Source: an optimization exercise on an open RTL-to-GDS flow (aim: small area, a short achievable clock period and few clock cycles per item). Production flows keep margins and buffers that such runs may drop.
Only simulation tests tie the RTL to the original design; equivalence was not proved.
Power figures rest on the tool's default switching activity, not on a simulated workload.

### design/flow/run.sh
#!/bin/bash
# synth_recipe.tcl (not shown) runs the flow's synth.tcl, then flattens the netlist and writes it again
# the make line also repeats each setting of config.mk as NAME=value (left out here)
make -C /OpenROAD-flow-scripts/flow DESIGN_CONFIG=/design/flow/config.mk WORK_HOME=/design/flow/orfs CLKGATE_MAP_FILE= SYNTH_SCRIPT=/design/flow/synth_recipe.tcl finish
### design/flow/config.mk
export PLATFORM = sky130hd
export DESIGN_NAME = depth_pixel_backprojection
export DESIGN_NICKNAME = depth_pixel_backprojection
export VERILOG_FILES = /design/flow/design.v
export SDC_FILE = /design/flow/constraint.sdc
export NUM_CORES = 4
export LEC_CHECK = 0
export CAP_MARGIN = 20
export CORE_MARGIN = 2
export CORE_UTILIZATION = 40
export SLEW_MARGIN = 20
### design/flow/constraint.sdc
create_clock -name core_clock -period 8.0 [get_ports {i_clk}]
set_input_delay 1.6000 -clock core_clock [delete_from_list [all_inputs] [get_ports {i_clk}]]
set_output_delay 1.6000 -clock core_clock [all_outputs]
set_load 0.01 [all_outputs]
### design/flow/design.v
package dpb_pkg;
    localparam int DEPTH_W = 16;
    localparam int PIX_W   = 12;
    localparam int FOC_W   = 16;
    localparam int CTR_W   = 18;
    localparam int MAXD_W  = 15;
    localparam int COORD_W = 24;
    localparam int Z_W     = 15;
    localparam int OFS_W   = CTR_W + 1;                  
    localparam int PROD_W  = (MAXD_W + 1) + OFS_W;       
    localparam int ABS_W   = MAXD_W + CTR_W;             
    localparam int MAG_W   = ABS_W + 4;                  
    localparam int DIV_BITS = COORD_W;                   
    localparam int HI_W    = MAG_W - DIV_BITS;
    localparam int CMP_W   = FOC_W + DIV_BITS;
    localparam int AXIS_LAT = DIV_BITS + 5;              
    localparam int LAT      = AXIS_LAT + 1;              
    localparam int APB_AW = 5;
    localparam int APB_DW = 32;
    localparam logic [FOC_W-1:0]  FOCAL_X_RST  = 16'd36864;
    localparam logic [FOC_W-1:0]  FOCAL_Y_RST  = 16'd36864;
    localparam logic [CTR_W-1:0]  CENTER_X_RST = 18'd20480;
    localparam logic [CTR_W-1:0]  CENTER_Y_RST = 18'd15360;
    localparam logic [MAXD_W-1:0] MAX_DEPTH_RST = 15'd1300;
    localparam logic [COORD_W-1:0] COORD_MAX = 24'h7FFFFF;
    localparam logic [COORD_W-1:0] COORD_MIN = 24'h800000;
    typedef enum logic [2:0] {
        REG_FOCAL_X   = 3'd0,
        REG_FOCAL_Y   = 3'd1,
        REG_CENTER_X  = 3'd2,
        REG_CENTER_Y  = 3'd3,
        REG_MAX_DEPTH = 3'd4
    } t_reg_idx;
    typedef struct packed {
        logic [FOC_W-1:0]    rem;
        logic [DIV_BITS-1:0] lo;
        logic [DIV_BITS-1:0] quo;
        logic                neg;
        logic                ovf;
        logic                nz;
    } t_div;
endpackage
import dpb_pkg::*;
module dpb_axis
(
    input  logic                 i_clk,
    input  logic                 i_en,
    input  logic [MAXD_W-1:0]    i_depth,
    input  logic [PIX_W-1:0]     i_pix,
    input  logic [CTR_W-1:0]     i_center,
    input  logic [FOC_W-1:0]     i_focal,
    output logic [COORD_W-1:0]   o_coord
);
    logic        [MAXD_W-1:0]  r_a_d;
    logic signed [OFS_W-1:0]   r_a_ofs;
    logic signed [PROD_W-1:0]  r_b_prod;
    logic        [MAG_W-1:0]   r_c_mag;
    logic                      r_c_neg;
    logic [FOC_W-1:0]          r_div_rem [0:DIV_BITS];
    logic [DIV_BITS-1:0]       r_div_lo  [0:DIV_BITS];
    logic [DIV_BITS-1:0]       r_div_quo [0:DIV_BITS];
    logic                      r_div_neg [0:DIV_BITS];
    logic                      r_div_ovf [0:DIV_BITS];
    logic                      r_div_nz  [0:DIV_BITS];
    logic        [COORD_W-1:0] r_coord;
    logic [PROD_W-1:0]  n_abs;
    logic               n_ovf0;
    logic [FOC_W-1:0]   n_rem [1:DIV_BITS];
    logic               n_ge  [1:DIV_BITS];
    logic [COORD_W-1:0] n_coord;
    always_comb begin
        logic [FOC_W:0] t;
        n_abs = r_b_prod[PROD_W-1] ? PROD_W'(-r_b_prod) : PROD_W'(r_b_prod);
        n_ovf0 = (|r_c_mag) &&
                 ({{(CMP_W-MAG_W){1'b0}}, r_c_mag} >= {i_focal, {DIV_BITS{1'b0}}});
        for (int k = 1; k <= DIV_BITS; k++) begin
            t        = {r_div_rem[k-1], r_div_lo[k-1][DIV_BITS-1]};
            n_ge[k]  = (t >= {1'b0, i_focal});
            n_rem[k] = n_ge[k] ? FOC_W'(t - {1'b0, i_focal}) : FOC_W'(t);
        end
    end
    always_comb begin
        if (!r_div_nz[DIV_BITS]) begin
            n_coord = '0;
        end else if (!r_div_neg[DIV_BITS]) begin
            n_coord = (r_div_ovf[DIV_BITS] || r_div_quo[DIV_BITS] > COORD_MAX) ?
                      COORD_MAX : r_div_quo[DIV_BITS];
        end else begin
            n_coord = (r_div_ovf[DIV_BITS] || r_div_quo[DIV_BITS] > COORD_MIN) ?
                      COORD_MIN : COORD_W'(-r_div_quo[DIV_BITS]);
        end
    end
    always_ff @(posedge i_clk) begin
        if (i_en) begin
            r_a_d    <= i_depth;
            r_a_ofs  <= $signed({1'b0, i_pix, 6'b0}) - $signed({1'b0, i_center});
            r_b_prod <= $signed({1'b0, r_a_d}) * r_a_ofs;
            r_c_mag  <= {n_abs[ABS_W-1:0], 4'b0000};
            r_c_neg  <= r_b_prod[PROD_W-1];
            r_div_rem[0] <= FOC_W'(r_c_mag[MAG_W-1:DIV_BITS]);
            r_div_lo[0]  <= r_c_mag[DIV_BITS-1:0];
            r_div_quo[0] <= '0;
            r_div_neg[0] <= r_c_neg;
            r_div_ovf[0] <= n_ovf0;
            r_div_nz[0]  <= |r_c_mag;
            for (int k = 1; k <= DIV_BITS; k++) begin
                r_div_rem[k] <= n_rem[k];
                r_div_lo[k]  <= {r_div_lo[k-1][DIV_BITS-2:0], 1'b0};
                r_div_quo[k] <= {r_div_quo[k-1][DIV_BITS-2:0], n_ge[k]};
                r_div_neg[k] <= r_div_neg[k-1];
                r_div_ovf[k] <= r_div_ovf[k-1];
                r_div_nz[k]  <= r_div_nz[k-1];
            end
            r_coord  <= n_coord;
        end
    end
    assign o_coord = r_coord;
endmodule
import dpb_pkg::*;
module depth_pixel_backprojection
(
    input  logic              i_clk,
    input  logic              i_rst_n,
    input  logic              i_s_tvalid,
    output logic              o_s_tready,
    input  logic [39:0]       i_s_tdata,    
    output logic              o_m_tvalid,
    input  logic              i_m_tready,
    output logic [63:0]       o_m_tdata,    
    output logic [0:0]        o_m_tuser,    
    input  logic              psel,
    input  logic              penable,
    input  logic              pwrite,
    input  logic [APB_AW-1:0] paddr,
    input  logic [APB_DW-1:0] pwdata,
    output logic [APB_DW-1:0] prdata,
    output logic              pready
);
    logic [FOC_W-1:0]  r_focal_x;
    logic [FOC_W-1:0]  r_focal_y;
    logic [CTR_W-1:0]  r_center_x;
    logic [CTR_W-1:0]  r_center_y;
    logic [MAXD_W-1:0] r_max_depth;
    logic cfg_wr;
    assign pready = 1'b1;
    assign cfg_wr = psel && penable && pwrite && pready;
    always_ff @(posedge i_clk) begin
        if (!i_rst_n) begin
            r_focal_x   <= FOCAL_X_RST;
            r_focal_y   <= FOCAL_Y_RST;
            r_center_x  <= CENTER_X_RST;
            r_center_y  <= CENTER_Y_RST;
            r_max_depth <= MAX_DEPTH_RST;
        end else if (cfg_wr) begin
            case (paddr[APB_AW-1:2])
                REG_FOCAL_X:   r_focal_x   <= pwdata[FOC_W-1:0];
                REG_FOCAL_Y:   r_focal_y   <= pwdata[FOC_W-1:0];
                REG_CENTER_X:  r_center_x  <= pwdata[CTR_W-1:0];
                REG_CENTER_Y:  r_center_y  <= pwdata[CTR_W-1:0];
                REG_MAX_DEPTH: r_max_depth <= pwdata[MAXD_W-1:0];
                default: ;   
            endcase
        end
    end
    always_comb begin
        case (paddr[APB_AW-1:2])
            REG_FOCAL_X:   prdata = APB_DW'(r_focal_x);
            REG_FOCAL_Y:   prdata = APB_DW'(r_focal_y);
            REG_CENTER_X:  prdata = APB_DW'(r_center_x);
            REG_CENTER_Y:  prdata = APB_DW'(r_center_y);
            REG_MAX_DEPTH: prdata = APB_DW'(r_max_depth);
            default:       prdata = '0;
        endcase
    end
    logic [LAT-1:0] r_vld;
    logic           advance;
    assign advance    = !r_vld[LAT-1] || i_m_tready;
    assign o_s_tready = advance;
    always_ff @(posedge i_clk) begin
        if (!i_rst_n) begin
            r_vld <= '0;
        end else if (advance) begin
            r_vld <= {r_vld[LAT-2:0], i_s_tvalid};
        end
    end
    logic [DEPTH_W-1:0] s_depth;
    logic [PIX_W-1:0]   s_col;
    logic [PIX_W-1:0]   s_row;
    logic               n_ok;
    assign s_depth = i_s_tdata[15:0];
    assign s_col   = i_s_tdata[27:16];
    assign s_row   = i_s_tdata[39:28];
    assign n_ok = !s_depth[DEPTH_W-1] && (|s_depth[DEPTH_W-2:0]) &&
                  (s_depth[DEPTH_W-2:0] < r_max_depth);
    logic [MAXD_W-1:0] r_s0_d;
    logic [PIX_W-1:0]  r_s0_col;
    logic [PIX_W-1:0]  r_s0_row;
    logic              r_ok [0:LAT-1];
    logic [Z_W-1:0]    r_z  [0:LAT-1];
    always_ff @(posedge i_clk) begin
        if (advance) begin
            r_s0_d   <= s_depth[MAXD_W-1:0];
            r_s0_col <= s_col;
            r_s0_row <= s_row;
            r_ok[0]  <= n_ok;
            r_z[0]   <= n_ok ? s_depth[Z_W-1:0] : '0;
            for (int k = 1; k < LAT; k++) begin
                r_ok[k] <= r_ok[k-1];
                r_z[k]  <= r_z[k-1];
            end
        end
    end
    logic [COORD_W-1:0] ax_x;
    logic [COORD_W-1:0] ax_y;
    dpb_axis u_axis_x (
        .i_clk    (i_clk),
        .i_en     (advance),
        .i_depth  (r_s0_d),
        .i_pix    (r_s0_col),
        .i_center (r_center_x),
        .i_focal  (r_focal_x),
        .o_coord  (ax_x)
    );
    dpb_axis u_axis_y (
        .i_clk    (i_clk),
        .i_en     (advance),
        .i_depth  (r_s0_d),
        .i_pix    (r_s0_row),
        .i_center (r_center_y),
        .i_focal  (r_focal_y),
        .o_coord  (ax_y)
    );
    logic out_ok;
    assign out_ok     = r_ok[LAT-1];
    assign o_m_tvalid = r_vld[LAT-1];
    assign o_m_tdata  = {1'b0, r_z[LAT-1],
                         out_ok ? ax_y : {COORD_W{1'b0}},
                         out_ok ? ax_x : {COORD_W{1'b0}}};
    assign o_m_tuser  = out_ok;
endmodule
==> impl_metrics.toml <==
[global_routing]
first_global_vias = 91395
grt_first_pass_wirelength_mm = 522
grt_max_degree = 195
overflow = 0
grt_usage_pct = 17.0
antenna_found_initial = 25

[yosys]
ys_types = 78
synth_area_leader_cell = "edfxtp_1"
synth_edf_count = 2688
synth_top_cell_area_share_pct = 52.5
ys_seq_elements = 2801
async_flop_share_pct = 0
synthesis.instances = 12334
synth_seq_area_share_pct = 54.0
synth_area_leaders = "edfxtp_1 52%, ha_1 8.2%, fa_1 8.0%"
synth.avg_cell_area_um2 = 12.5
yosys_warnings = 12
syn_area_mm2 = 0.154
ys.flop_type = "edfxtp_1"

[routing]
wire_per_inst_um = 18.6
routed_wl_mm = 335
vias = 93217
drt_iter0_drc = 6860
ant_nets = 0
drc_errors = 0
met3WireLength_mm = 17.2
wl_met2_mm = 158
drt-met1-wl_mm = 149
firstDrtPassIters = 6
topRoutingLayerUsed = "met5"
vias_per_cell = 5.19

[clock_network]
cts_setup_buffers = 0
cts.clk_slew.worst_paths_ns = 0.06
clockBufferDepth = 4
cts-resized-gates = 0
cts-root-buf = "clkbuf_16"
hold_buffers = 0
tritoncts = "yes"
htree_num_levels = 5
clkSinkCount = 2801
clock_latency_ns = 0.93
cts_buffers = 311

[sta]
period_share_pct = 91.4
tns_ns = 0
grt_setup_unrepaired = "no"
skew_ns = 0.0685
slew_violations = 0
hold_viol_final = 0
finalCriticalPeriod_ns = 7.31
setup_viol = 0
tightest_slew_ns = 1.10
maxSlewHeadroom_pct = 26.5
fmax_ghz = 0.137

[die]
fp.coreArea_mm2 = 0.383
die_area_mm2 = 0.389
die_x_um = 624
start_util_pct = 40.2
rows = 227
io_pins = 184
die_h_um = 624

[power_and_ir_drop]
intPower_w = 0.0489
peakVddDrop_mv = 0.807
power_switching_w = 0.0292
p_seq_share_pct = 33.4
pwr-share-clk_pct = 18.2
comb_power_share_pct = 48.4
cellPowerDensity_mw_per_mm2 = 454
total_leakage_power_nw = 68.6
netSwitchingFraction_pct = 37.4

[worst_setup_path]
slowest_stage = "edfxtp_1"
crit_path_start_kind = "register"
slowest_delay_ns = 1.04
crit_path_cell_trace = "buf_4, and2_1, fa_1, inv_1, fa_1, fa_1, fa_1, inv_1, fa_1, inv_1, fa_1, inv_1, ha_1, and4_1, and2_1, a22oi_1, o21ai_0, a31oi_1, a31oi_1, a211o_1, a21oi_1, xnor2_1"
worstReg2RegStart = "u_axis_y.r_a_d[4]"
critPathKind = "register to register"
crit_path_frequent_cell = "fa_1"
critPathArrivalTime_ns = 7.97
cp_top_family = "adder cells"
cp.required_ns = 8.66
cp_max_fo = 24
cp-startpoint = "u_axis_y.r_a_d[4]"
crit_buf_inv = 5
cp-end-kind = "register"

[layout]
postLayoutCellArea_mm2 = 0.172
syn_to_final_growth_pct = 11.8
nets = 14360
drive_above_1_share_pct = 8.58

[flow_run]
maxCapViolations = 0

[hold_path]
hold_start = "r_s0_d[2]"
hp-class = "register to register"

[place]
placedInstanceArea_mm2 = 0.162
finalWeightedCongestion = 0.865
io_buffers = 151
hpwl_mm = 233

[run_status]
status = "no timing/DRC/antenna violations"
==> routing by layer <==
| layer | up-vias | GRT usage, % |
|---|---|---|
| li1 | 45367 | - |
| met1 | 45411 | 22.8 |
| met2 | 1907 | 27.9 |
| met3 | 518 | 2.86 |
| met4 | 14 | 5.58 |
| met5 | - | 0 |
==> sequential cells by signal (all words and copies together) (netlist names), 19 cells and up <==
register            count
r_z                   450
u_axis_x.r_div_rem    381
u_axis_y.r_div_rem    381
u_axis_x.r_div_quo    300
u_axis_y.r_div_quo    300
u_axis_x.r_div_lo     210
u_axis_y.r_div_lo     210
u_axis_x.r_b_prod      34
u_axis_y.r_b_prod      34
u_axis_x.r_c_mag       33
u_axis_y.r_c_mag       33
r_ok                   30
r_vld                  30
u_axis_x.r_div_neg     25
u_axis_x.r_div_nz      25
u_axis_x.r_div_ovf     25
u_axis_y.r_div_neg     25
u_axis_y.r_div_nz      25
u_axis_y.r_div_ovf     25
u_axis_x.r_coord       24
u_axis_y.r_coord       24
u_axis_x.r_a_ofs       19
u_axis_y.r_a_ofs       19
==> Yosys cell counts (all sizes together), types with 174 or more instances <==
library cell,n
and2,342
edfxtp,2688
nand2,838
clkbuf,278
inv,1076
ha,1008
o21a,174
nor3,273
a21oi,710
xnor2,424
nor2,773
mux2,394
a21boi,176
a21o,211
fa,616
xor2,207
o21ai,420
==> final cells by class <==
class                   instances  area [um^2]
clock buffers                 376         8200
multi-input cells            8163        65600
flip-flops and latches       2801        83000
well taps                    5038         6300
inverters                    1076         4050
repair buffers                299         2800
clock inverters               187         1960
fillers                     34551       211000
diodes                         25         62.6
==> power by group through the flow <==
stage               Sequential (W)  Clock (W)  Combinational [W]
global placement            0.0263          0             0.0373
CTS                         0.0261     0.0147             0.0380
floorplan                   0.0250          0             0.0299
global route                0.0266     0.0152             0.0428
detailed placement          0.0264          0             0.0377
finish                      0.0261     0.0142             0.0378
==> logic make-up (layout without fill, tap and decap cells) <==
| group | after synthesis | after routing | synth area share [%] |
|---|---|---|---|
| DFF | 2801 | 2801 | 54.0 |
| AOI/OAI and AO/OA | 2334 | 2334 | 9.74 |
| muxes | 452 | 452 | 3.27 |
| other | 2 | 41 | 0.00488 |
| and+or+nand+nor | 3106 | 3106 | 9.79 |
| adders and majority gates | 1624 | 1624 | 16.2 |
| buffers and inverters | 1384 | 1938 | 3.42 |
| xor gates and xnor gates | 631 | 631 | 3.59 |
==> cell usage in the layout, fill, tap and decap left out, drive strengths merged, types with 148 or more instances in the layout <==
master / Yosys / layout
xor2: 207 / 207
a21oi: 710 / 710
nand2: 838 / 838
mux2: 394 / 394
o21ai: 420 / 420
o21a: 174 / 174
nor2: 773 / 773
ha: 1008 / 1008
and2: 342 / 342
a21boi: 176 / 176
nor3: 273 / 273
buf: 30 / 150
nor2b: 148 / 148
fa: 616 / 616
xnor2: 424 / 424
clkbuf: 278 / 376
nand4: 150 / 150
inv: 1076 / 1096
edfxtp: 2688 / 2688
a21o: 211 / 211
clkdlybuf4s50: 0 / 149
==> path summary, 6_finish.rpt <==
check / slack, ns / to / cells past startpoint
worst max-delay path: 0.69 / u_axis_x.r_b_prod[34] / 22
worst min-delay path: 0.39 / u_axis_y.r_a_d[2] / 0
worst max register to register: 0.69 / u_axis_x.r_b_prod[34] / 22
worst min register to register: 0.39 / u_axis_y.r_a_d[2] / 0
==> through the flow <==
| step | cells | utilization, % | hold slack, ns | power, W | setup WS, ns |
|---|---|---|---|---|---|
| 2_1_floorplan | 12348 | - | 0.400 | 0.0549 | -1.62 |
| 3_3_place_gp | 17375 | 42.3 | 0.400 | 0.0636 | 0.661 |
| 3_5_place_dp | 17376 | 42.3 | 0.405 | 0.0640 | 0.764 |
| 4_1_cts | 17939 | 44.9 | 0.384 | 0.0787 | 0.732 |
| 5_1_grt | 17959 | 45.0 | 0.400 | 0.0846 | 0.350 |
| 6_report | 17965 | 45.0 | 0.392 | 0.0781 | 0.689 |
Testbench counts, summed over its fixed seeds: cycles 10,240, items 9,600.

afterwards: timing with drivers on the ports:
Ports are ideal in the flow. The routed layout listed here was re-timed in OpenROAD.
Step 1, drivers: a clkbuf_16 drives i_clk and a buf_2 each remaining input, both assumed.
Step 2 adds t to the input delays and takes it off the output delays; t is the mean of the earliest and latest rising clock arrival at the registers after step 1. Input paths then give back, and output paths get back, about the clock's delay inside the block.
a / b / c = ideal ports / drivers / drivers and shift; a / b = the first two.
shift t [ns]: 1.014
slack for setup (ns): 0.689 / 0.689 / 0.689
worst setup path at the end: register to register
clock arrival spread, ns: 0.079 / 0.080
cell pins on the clock port's net: 1
After both steps setup and hold are still met in this run. For this run, drivers alone change the setup slack by 0.000 ns; drivers and shift together by 0.000 ns.
